Source: an optimization exercise on an open RTL-to-GDS flow (aim: small area, a short achievable clock period and few clock cycles per item). Production flows keep margins and buffers that such runs may drop. RTL that was checked went through simulation tests only; none was proved equivalent to the original. Power and IR drop assume default switching activity.

==> flow/design.v <==
`default_nettype none
package pfr_pkg;
  localparam int Frames = 16;
  localparam int PageShift = 12;
  localparam int AddrBits = 32;
  localparam int PageBits = AddrBits - PageShift;
  localparam int IdxBits = $clog2(Frames);
  localparam int CntBits = $clog2(Frames + 1);
  localparam int CfgBits = 5;
  localparam logic CfgPolicy = 1'b0;
  localparam logic CfgFrames = 1'b1;
  localparam logic PolLru = 1'b0;
  localparam logic PolClock = 1'b1;
endpackage
`default_nettype wire
`default_nettype none
import pfr_pkg::*;
module pfr_cell (
  input  wire                          clk,
  input  wire                          rst_n,
  input  wire  [pfr_pkg::PageBits-1:0] cmp_page,   
  input  wire  [pfr_pkg::PageBits-1:0] wr_page,    
  input  wire                          act,        
  input  wire                          ld,         
  input  wire                          touch,      
  input  wire                          wr,         
  input  wire                          clr_ref,    
  output logic                         valid,
  output logic                         dirty,
  output logic                         refd,
  output logic                         match,
  output logic [pfr_pkg::PageBits-1:0] page
);
  always_ff @(posedge clk) begin
    if (!rst_n) valid <= 1'b0;
    else if (ld) valid <= 1'b1;
  end
  always_ff @(posedge clk) begin
    if (ld) page <= wr_page;
    if (ld) dirty <= wr;
    else if (touch && wr) dirty <= 1'b1;
    if (ld || touch) refd <= 1'b1;
    else if (clr_ref) refd <= 1'b0;
  end
  assign match = valid && act && (page == cmp_page);
endmodule
`default_nettype wire
`default_nettype none
import pfr_pkg::*;
module page_frame_replacement (
  input  wire                          clk,
  input  wire                          rst_n,
  input  wire                          start,
  output logic                         busy,
  input  wire  [pfr_pkg::AddrBits-1:0] in_virtual_address,
  input  wire                          in_is_write,
  output logic                         out_valid,
  output logic                         out_hit,
  output logic [3:0]                   out_frame,
  output logic                         out_evicted,
  output logic [19:0]                  out_victim_page,
  output logic                         out_victim_dirty,
  input  wire                          cfg_we,
  input  wire                          cfg_index,
  input  wire  [pfr_pkg::CfgBits-1:0]  cfg_data
);
  localparam int F = Frames;
  logic               busy_r;
  logic               policy_r;
  logic [F-1:1]       act_r;    
  logic [F-1:0]       hge_r;    
  logic [PageBits-1:0] page_r;
  logic               wr_r;
  logic [F-1:0]       match_r;
  logic [F-1:0] act, st_valid, st_dirty, st_refd, st_match;
  logic [F-1:0] ld, touch, clr;
  logic [PageBits-1:0] st_page [F];
  assign act = {act_r, 1'b1};
  for (genvar g = 0; g < F; g++) begin : g_cell
    pfr_cell u_cell (.clk(clk), .rst_n(rst_n),
                     .cmp_page(in_virtual_address[AddrBits-1:PageShift]),
                     .wr_page(page_r), .act(act[g]), .ld(ld[g]), .touch(touch[g]),
                     .wr(wr_r), .clr_ref(clr[g]),
                     .valid(st_valid[g]), .dirty(st_dirty[g]), .refd(st_refd[g]),
                     .match(st_match[g]), .page(st_page[g]));
  end
  logic accept;
  assign accept = start && !busy_r;
  assign busy = busy_r;
  function automatic logic [F-1:0] lowest(input logic [F-1:0] x);
    logic seen;
    seen = 1'b0;
    for (int i = 0; i < F; i++) begin
      lowest[i] = x[i] && !seen;
      seen = seen || x[i];
    end
  endfunction
  logic [F-1:0] free, fs;
  logic fill;
  assign free = act & ~st_valid;
  assign fs = lowest(free);
  assign fill = |free;
  logic [F-1:0] r [F];
  logic [F-1:0] lv;
  always_comb begin
    for (int i = 0; i < F; i++) begin
      lv[i] = act[i];
      for (int j = 0; j < F; j++) begin
        if (j < i) lv[i] = lv[i] && (!act[j] || r[j][i]);
        else if (j > i) lv[i] = lv[i] && (!act[j] || !r[i][j]);
      end
    end
  end
  logic [F-1:0] ge, h1, cand, chi, cv, ltv, pass, gt;
  always_comb begin
    logic s;
    ge = (|(hge_r & act)) ? hge_r : '1;
    h1 = ge & ~(ge << 1);
    cand = act & ~st_refd;
    chi = cand & ge;
    if (|chi) cv = lowest(chi);
    else if (|cand) cv = lowest(cand);
    else cv = h1;
    s = 1'b0;
    for (int i = 0; i < F; i++) begin
      gt[i] = s;
      s = s || cv[i];
      ltv[i] = !s;
    end
    if (|chi) pass = ge & ltv;
    else if (|cand) pass = act & (ge | ltv);
    else pass = act;
  end
  logic [F-1:0] ldt_r;
  logic evict_r;
  always_ff @(posedge clk) begin
    match_r <= st_match;
    ldt_r <= fill ? fs : (policy_r == PolClock) ? cv : lv;
    evict_r <= !fill;
  end
  logic [F-1:0] hs, sel;
  logic hit, evict;
  assign hs = lowest(match_r);
  assign hit = |match_r;
  assign evict = !hit && evict_r;
  assign sel = hit ? hs : ldt_r;
  assign touch = busy_r ? hs : '0;
  assign ld = (busy_r && !hit) ? ldt_r : '0;
  assign clr = (busy_r && evict && policy_r == PolClock) ? pass : '0;
  for (genvar i = 0; i < F; i++) begin : g_ri
    for (genvar j = i + 1; j < F; j++) begin : g_rj
      always_ff @(posedge clk) begin
        if (touch[i] || ld[i]) r[i][j] <= 1'b1;
        else if (touch[j] || ld[j]) r[i][j] <= 1'b0;
      end
    end
  end
  logic [3:0] sel_idx;
  logic [PageBits-1:0] vpage;
  logic vdirty;
  always_comb begin
    sel_idx = '0;
    vpage = '0;
    for (int i = 0; i < F; i++) begin
      if (sel[i]) sel_idx = sel_idx | 4'(i);
      if (ldt_r[i]) vpage = vpage | st_page[i];
    end
    vdirty = |(ldt_r & st_dirty);
  end
  always_ff @(posedge clk) begin
    if (busy_r) begin
      page_r <= evict ? vpage : '0;
      wr_r <= evict && vdirty;
    end else begin
      page_r <= in_virtual_address[AddrBits-1:PageShift];
      wr_r <= in_is_write;
    end
  end
  assign out_victim_page = page_r;
  assign out_victim_dirty = wr_r;
  always_ff @(posedge clk) begin
    if (!rst_n) begin
      busy_r <= 1'b0; out_valid <= 1'b0;
      policy_r <= PolLru; act_r <= '1; hge_r <= '1;
    end else begin
      busy_r <= accept;
      out_valid <= busy_r;
      if (cfg_we && !busy_r) begin
        if (cfg_index == CfgPolicy) policy_r <= cfg_data[0];
        else for (int i = 1; i < F; i++) act_r[i] <= (cfg_data > CfgBits'(i));
      end
      if (busy_r && evict && policy_r == PolClock) hge_r <= (|(gt & act)) ? gt : '1;
    end
  end
  always_ff @(posedge clk) begin
    out_hit <= hit;
    out_frame <= sel_idx;
    out_evicted <= evict;
  end
endmodule
`default_nettype wire
export LEC_CHECK = 0
export CAP_MARGIN = 20
export CORE_MARGIN = 2
export CORE_UTILIZATION = 55
export CTS_BUF_LIST = sky130_fd_sc_hd__clkbuf_4 sky130_fd_sc_hd__clkbuf_8
export CTS_CLUSTER_SIZE = 30
export SETUP_SLACK_MARGIN = 4.85
export SLEW_MARGIN = 20
create_clock -name core_clock -period 8.0 [get_ports {clk}]
standard.sh (not shown) runs the stock make flow with config.mk's settings and CLKGATE_MAP_FILE= SYNTH_SCRIPT=/design/flow/synth_recipe.tcl, a recipe that flattens the netlist after the stock synthesis.
==> flow/flow/run.sh <==
#!/bin/bash
bash standard.sh MATCH_CELL_FOOTPRINT=0 finish > standard.log 2>&1
Edit:
--- a/flow/design.v
+++ b/flow/design.v
@@ -68,7 +68,7 @@
   logic               busy_r;
   logic               policy_r;
   logic [F-1:1]       act_r;    
-  logic [F-1:0]       hge_r;    
+  logic [IdxBits-1:0] hand_r;
   logic [PageBits-1:0] page_r;
   logic               wr_r;
   logic [F-1:0]       match_r;
@@ -111,11 +111,18 @@
       end
     end
   end
-  logic [F-1:0] ge, h1, cand, chi, cv, ltv, pass, gt;
+  logic [F-1:0] hdec, h1, ge, cand, chi, cv, ltv, pass;
+  logic [IdxBits-1:0] cv_next;
   always_comb begin
     logic s;
-    ge = (|(hge_r & act)) ? hge_r : '1;
-    h1 = ge & ~(ge << 1);
+    for (int i = 0; i < F; i++) hdec[i] = (hand_r == IdxBits'(i)) && act[i];
+    h1 = hdec;
+    h1[0] = !(|hdec[F-1:1]);
+    s = 1'b0;
+    for (int i = 0; i < F; i++) begin
+      s = s || h1[i];
+      ge[i] = s;
+    end
     cand = act & ~st_refd;
     chi = cand & ge;
     if (|chi) cv = lowest(chi);
@@ -123,13 +130,15 @@
     else cv = h1;
     s = 1'b0;
     for (int i = 0; i < F; i++) begin
-      gt[i] = s;
       s = s || cv[i];
       ltv[i] = !s;
     end
     if (|chi) pass = ge & ltv;
     else if (|cand) pass = act & (ge | ltv);
     else pass = act;
+    cv_next = '0;
+    for (int i = 0; i < F - 1; i++)
+      if (cv[i] && act[i + 1]) cv_next = IdxBits'(i + 1);
   end
   logic [F-1:0] ldt_r;
   logic evict_r;
@@ -181,7 +190,7 @@
   always_ff @(posedge clk) begin
     if (!rst_n) begin
       busy_r <= 1'b0; out_valid <= 1'b0;
-      policy_r <= PolLru; act_r <= '1; hge_r <= '1;
+      policy_r <= PolLru; act_r <= '1; hand_r <= '0;
     end else begin
       busy_r <= accept;
       out_valid <= busy_r;
@@ -189,7 +198,7 @@
         if (cfg_index == CfgPolicy) policy_r <= cfg_data[0];
         else for (int i = 1; i < F; i++) act_r[i] <= (cfg_data > CfgBits'(i));
       end
-      if (busy_r && evict && policy_r == PolClock) hge_r <= (|(gt & act)) ? gt : '1;
+      if (busy_r && evict && policy_r == PolClock) hand_r <= cv_next;
     end
   end
   always_ff @(posedge clk) begin
Critical path depth falls by 6.
Cell count shrinks by a little under a tenth.
Worst hold slack stays flat.
Register-to-register slack is better by 0.68 ns.
Power stays flat.
Setup slack improves by 0.65 ns.
First-iteration DRC count is lower by well over a third.
Testbench counts after the change, summed over its fixed seeds: cycles 96,048, items 48,000.
Only the layout flow was run in the first run of this note; the RTL was not checked for function there.

* * *

Setup of the reference run:
// page_frame_replacement: RTL as listed in full above, without the edits since
clock: 8.0 ns
lec_check: 0
cap_margin: 20
core_margin: 2
core_utilization: 55
setup_slack_margin: 4.85
slew_margin: 20
Scripts as last shown in full above: flow/flow/run.sh
Inputs modified between the reference run and the trial run:
--- a/flow/design.v
+++ b/flow/design.v
@@ -88,11 +88,12 @@
   assign accept = start && !busy_r;
   assign busy = busy_r;
   function automatic logic [F-1:0] lowest(input logic [F-1:0] x);
-    logic seen;
-    seen = 1'b0;
-    for (int i = 0; i < F; i++) begin
-      lowest[i] = x[i] && !seen;
-      seen = seen || x[i];
+    logic [F/4-1:0] any;
+    for (int g = 0; g < F / 4; g++) any[g] = |x[4*g +: 4];
+    for (int i = 0; i < F; i++) begin
+      lowest[i] = x[i];
+      for (int j = 4 * (i / 4); j < i; j++) lowest[i] = lowest[i] && !x[j];
+      for (int g = 0; g < i / 4; g++) lowest[i] = lowest[i] && !any[g];
     end
   endfunction
   logic [F-1:0] free, fs;
==> run notes <==
The trial run: full flow OK, the timing, design-rule and antenna checks passed
The higher total leakage power of the trial run and the reference run is in the reference run.
Met1 routed wirelength after detailed routing, the trial run and the reference run: smaller value in the trial run
Between the reference run and the trial run, total routing resource utilization after global routing decreased.
The trial run vs the reference run on clock latency reported for the late side of the worst-skew pair: the trial run is the higher one.
~same simple-gate portion of the synthesized area in the trial run and the reference run
Relative to the reference run, area added between synthesis and finish has decreased by 17 points in the trial run.
Weighted congestion at the end of routability-driven global placement for the trial run is higher than for the reference run.
The trial run: utilization of the core after routing 9.3 points below the reference run
| highest attainable clock frequency | the trial run vs the reference run | about 24% higher |
As of the trial run, final layout net count had fallen by a few percent compared to the reference run.
Compared to the reference run, the trial run has relative contribution of sequential cells to total power 2.9 points higher.
[the trial run] die area rose 1.0% relative to the reference run
No run of this note included a check of the RTL's function; only the layout flow was run.

* * *

## red
page_frame_replacement with an RTL version that a note above also has.
For scale: roughly 2500 cells after synthesis, roughly 570 flip-flops, roughly 72 I/O pins, roughly 27000 sq um of cells after synthesis.
==> module page_frame_replacement, before the edit <==
module page_frame_replacement (
  input  wire                          clk,
  input  wire                          rst_n,
  input  wire                          start,
  output logic                         busy,
  input  wire  [pfr_pkg::AddrBits-1:0] in_virtual_address,
  input  wire                          in_is_write,
  output logic                         out_valid,
  output logic                         out_hit,
  output logic [3:0]                   out_frame,
  output logic                         out_evicted,
  output logic [19:0]                  out_victim_page,
  output logic                         out_victim_dirty,
  input  wire                          cfg_we,
  input  wire                          cfg_index,
  input  wire  [pfr_pkg::CfgBits-1:0]  cfg_data
);
  localparam int F = Frames;
  logic               busy_r;
  logic               policy_r;
  logic [F-1:1]       act_r;    
  logic [IdxBits-1:0] hand_r;
  logic [PageBits-1:0] page_r;
  logic               wr_r;
  logic [F-1:0]       match_r;
  logic [F-1:0] act, st_valid, st_dirty, st_refd, st_match;
  logic [F-1:0] ld, touch, clr;
  logic [PageBits-1:0] st_page [F];
  assign act = {act_r, 1'b1};
  for (genvar g = 0; g < F; g++) begin : g_cell
    pfr_cell u_cell (.clk(clk), .rst_n(rst_n),
                     .cmp_page(in_virtual_address[AddrBits-1:PageShift]),
                     .wr_page(page_r), .act(act[g]), .ld(ld[g]), .touch(touch[g]),
                     .wr(wr_r), .clr_ref(clr[g]),
                     .valid(st_valid[g]), .dirty(st_dirty[g]), .refd(st_refd[g]),
                     .match(st_match[g]), .page(st_page[g]));
  end
  logic accept;
  assign accept = start && !busy_r;
  assign busy = busy_r;
  function automatic logic [F-1:0] lowest(input logic [F-1:0] x);
    logic seen;
    seen = 1'b0;
    for (int i = 0; i < F; i++) begin
      lowest[i] = x[i] && !seen;
      seen = seen || x[i];
    end
  endfunction
  logic [F-1:0] free, fs;
  logic fill;
  assign free = act & ~st_valid;
  assign fs = lowest(free);
  assign fill = |free;
  logic [F-1:0] r [F];
  logic [F-1:0] lv;
  always_comb begin
    for (int i = 0; i < F; i++) begin
      lv[i] = act[i];
      for (int j = 0; j < F; j++) begin
        if (j < i) lv[i] = lv[i] && (!act[j] || r[j][i]);
        else if (j > i) lv[i] = lv[i] && (!act[j] || !r[i][j]);
      end
    end
  end
  logic [F-1:0] hdec, h1, ge, cand, chi, cv, ltv, pass;
  logic [IdxBits-1:0] cv_next;
  always_comb begin
    logic s;
    for (int i = 0; i < F; i++) hdec[i] = (hand_r == IdxBits'(i)) && act[i];
    h1 = hdec;
    h1[0] = !(|hdec[F-1:1]);
    s = 1'b0;
    for (int i = 0; i < F; i++) begin
      s = s || h1[i];
      ge[i] = s;
    end
    cand = act & ~st_refd;
    chi = cand & ge;
    if (|chi) cv = lowest(chi);
    else if (|cand) cv = lowest(cand);
    else cv = h1;
    s = 1'b0;
    for (int i = 0; i < F; i++) begin
      s = s || cv[i];
      ltv[i] = !s;
    end
    if (|chi) pass = ge & ltv;
    else if (|cand) pass = act & (ge | ltv);
    else pass = act;
    cv_next = '0;
    for (int i = 0; i < F - 1; i++)
      if (cv[i] && act[i + 1]) cv_next = IdxBits'(i + 1);
  end
  logic [F-1:0] ldt_r;
  logic evict_r;
  always_ff @(posedge clk) begin
    match_r <= st_match;
    ldt_r <= fill ? fs : (policy_r == PolClock) ? cv : lv;
    evict_r <= !fill;
  end
  logic [F-1:0] hs, sel;
  logic hit, evict;
  assign hs = lowest(match_r);
  assign hit = |match_r;
  assign evict = !hit && evict_r;
  assign sel = hit ? hs : ldt_r;
  assign touch = busy_r ? hs : '0;
  assign ld = (busy_r && !hit) ? ldt_r : '0;
  assign clr = (busy_r && evict && policy_r == PolClock) ? pass : '0;
  for (genvar i = 0; i < F; i++) begin : g_ri
    for (genvar j = i + 1; j < F; j++) begin : g_rj
      always_ff @(posedge clk) begin
        if (touch[i] || ld[i]) r[i][j] <= 1'b1;
        else if (touch[j] || ld[j]) r[i][j] <= 1'b0;
      end
    end
  end
  logic [3:0] sel_idx;
  logic [PageBits-1:0] vpage;
  logic vdirty;
  always_comb begin
    sel_idx = '0;
    vpage = '0;
    for (int i = 0; i < F; i++) begin
      if (sel[i]) sel_idx = sel_idx | 4'(i);
      if (ldt_r[i]) vpage = vpage | st_page[i];
    end
    vdirty = |(ldt_r & st_dirty);
  end
  always_ff @(posedge clk) begin
    if (busy_r) begin
      page_r <= evict ? vpage : '0;
      wr_r <= evict && vdirty;
    end else begin
      page_r <= in_virtual_address[AddrBits-1:PageShift];
      wr_r <= in_is_write;
    end
  end
  assign out_victim_page = page_r;
  assign out_victim_dirty = wr_r;
  always_ff @(posedge clk) begin
    if (!rst_n) begin
      busy_r <= 1'b0; out_valid <= 1'b0;
      policy_r <= PolLru; act_r <= '1; hand_r <= '0;
    end else begin
      busy_r <= accept;
      out_valid <= busy_r;
      if (cfg_we && !busy_r) begin
        if (cfg_index == CfgPolicy) policy_r <= cfg_data[0];
        else for (int i = 1; i < F; i++) act_r[i] <= (cfg_data > CfgBits'(i));
      end
      if (busy_r && evict && policy_r == PolClock) hand_r <= cv_next;
    end
  end
  always_ff @(posedge clk) begin
    out_hit <= hit;
    out_frame <= sel_idx;
    out_evicted <= evict;
  end
endmodule
export LEC_CHECK = 0
export ABC_CLOCK_PERIOD_IN_PS = 3500
export CAP_MARGIN = 20
export CORE_MARGIN = 2
export CORE_UTILIZATION = 55
export SETUP_SLACK_MARGIN = 4.5
export SLEW_MARGIN = 20
create_clock -name core_clock -period 8.0 [get_ports {clk}]
run.sh (not shown) runs the stock make flow with config.mk's settings and CLKGATE_MAP_FILE= SYNTH_SCRIPT=/design/flow/synth_recipe.tcl, a recipe that flattens the netlist after the stock synthesis.
Stock flow here: none of the scripts above is used.
Testbench counts of red, summed over its fixed seeds: cycles 96,048, items 48,000.
Modified inputs, blue compared to red
--- a/flow/design.v
+++ b/flow/design.v
@@ -67,7 +67,7 @@
   localparam int F = Frames;
   logic               busy_r;
   logic               policy_r;
-  logic [F-1:1]       act_r;    
+  logic [CfgBits-1:0] nfr_r;
   logic [IdxBits-1:0] hand_r;
   logic [PageBits-1:0] page_r;
   logic               wr_r;
@@ -75,7 +75,9 @@
   logic [F-1:0] act, st_valid, st_dirty, st_refd, st_match;
   logic [F-1:0] ld, touch, clr;
   logic [PageBits-1:0] st_page [F];
-  assign act = {act_r, 1'b1};
+  always_comb begin
+    for (int i = 0; i < F; i++) act[i] = (i == 0) || (nfr_r > CfgBits'(i));
+  end
   for (genvar g = 0; g < F; g++) begin : g_cell
     pfr_cell u_cell (.clk(clk), .rst_n(rst_n),
                      .cmp_page(in_virtual_address[AddrBits-1:PageShift]),
@@ -190,13 +192,13 @@
   always_ff @(posedge clk) begin
     if (!rst_n) begin
       busy_r <= 1'b0; out_valid <= 1'b0;
-      policy_r <= PolLru; act_r <= '1; hand_r <= '0;
+      policy_r <= PolLru; nfr_r <= CfgBits'(F); hand_r <= '0;
     end else begin
       busy_r <= accept;
       out_valid <= busy_r;
       if (cfg_we && !busy_r) begin
         if (cfg_index == CfgPolicy) policy_r <= cfg_data[0];
-        else for (int i = 1; i < F; i++) act_r[i] <= (cfg_data > CfgBits'(i));
+        else nfr_r <= cfg_data;
       end
       if (busy_r && evict && policy_r == PolClock) hand_r <= cv_next;
     end
Notes after the runs:
- blue vs red: met1 routing resource usage after global routing up in blue
- blue gives more wire length per cell than red did.
- Comparing blue with red, the sequential share of the synthesized area came out essentially unchanged.
- Compared with red, in blue final-stage net count went up; number of multi-input combinational cells in the layout went up.
- The worst reg-to-reg path cell count reported for blue is greater than that of red by 2.
- blue carries fewer flip-flops than red.
- Compare red and blue | sequential share of layout area lower: blue
- Looking at required time at the endpoint of the critical path, blue sits 0.04 ns higher than red does.
- The number of post-CTS setup repair buffers number comes out higher for blue vs red.
- Going from red to blue, cell count saw an increase; core utilization higher; power has decreased.
- blue reports a lower largest net degree at the start of global routing than red does.
Function not checked in blue: the RTL went through the layout flow alone.

port drivers added, routing unchanged:
In the flow no input, the clock included, has a driving cell. The finished layouts below were timed again as built, in two steps.
Step 1, drivers: a clkbuf_16 drives clk and a buf_2 each remaining input, both assumed.
Step 2 times the ports against the registers' clock, not the clock port: input delays grow and output delays shrink by t, the midpoint of the rising clock arrivals with the driver on.
a / b / c = ideal / step 1 / step 2; a / b = the first two.
| run | t (ns) | setup WS [ns] | worst register clock-pin slew, ns |
|---|---|---|---|
| the first run of note 1 | 0.828 | 4.134 / 4.134 / 3.764 | 0.07 / 0.07 |
| the second run of note 1 | 0.768 | 4.781 / 4.807 / 4.049 | 0.07 / 0.07 |
| the reference run | 0.698 | 3.980 / 3.980 / 3.980 | 0.07 / 0.07 |
| the trial run | 0.722 | 4.761 / 4.761 / 4.123 | 0.07 / 0.07 |
| red | 0.708 | 4.392 / 4.431 / 3.723 | 0.07 / 0.07 |
| blue | 0.697 | 4.460 / 4.416 / 3.798 | 0.07 / 0.07 |
After both steps every run listed still meets setup and hold. For the second run of note 1, which loses most, drivers alone change the setup slack by +0.026 ns; drivers and shift together by -0.732 ns.
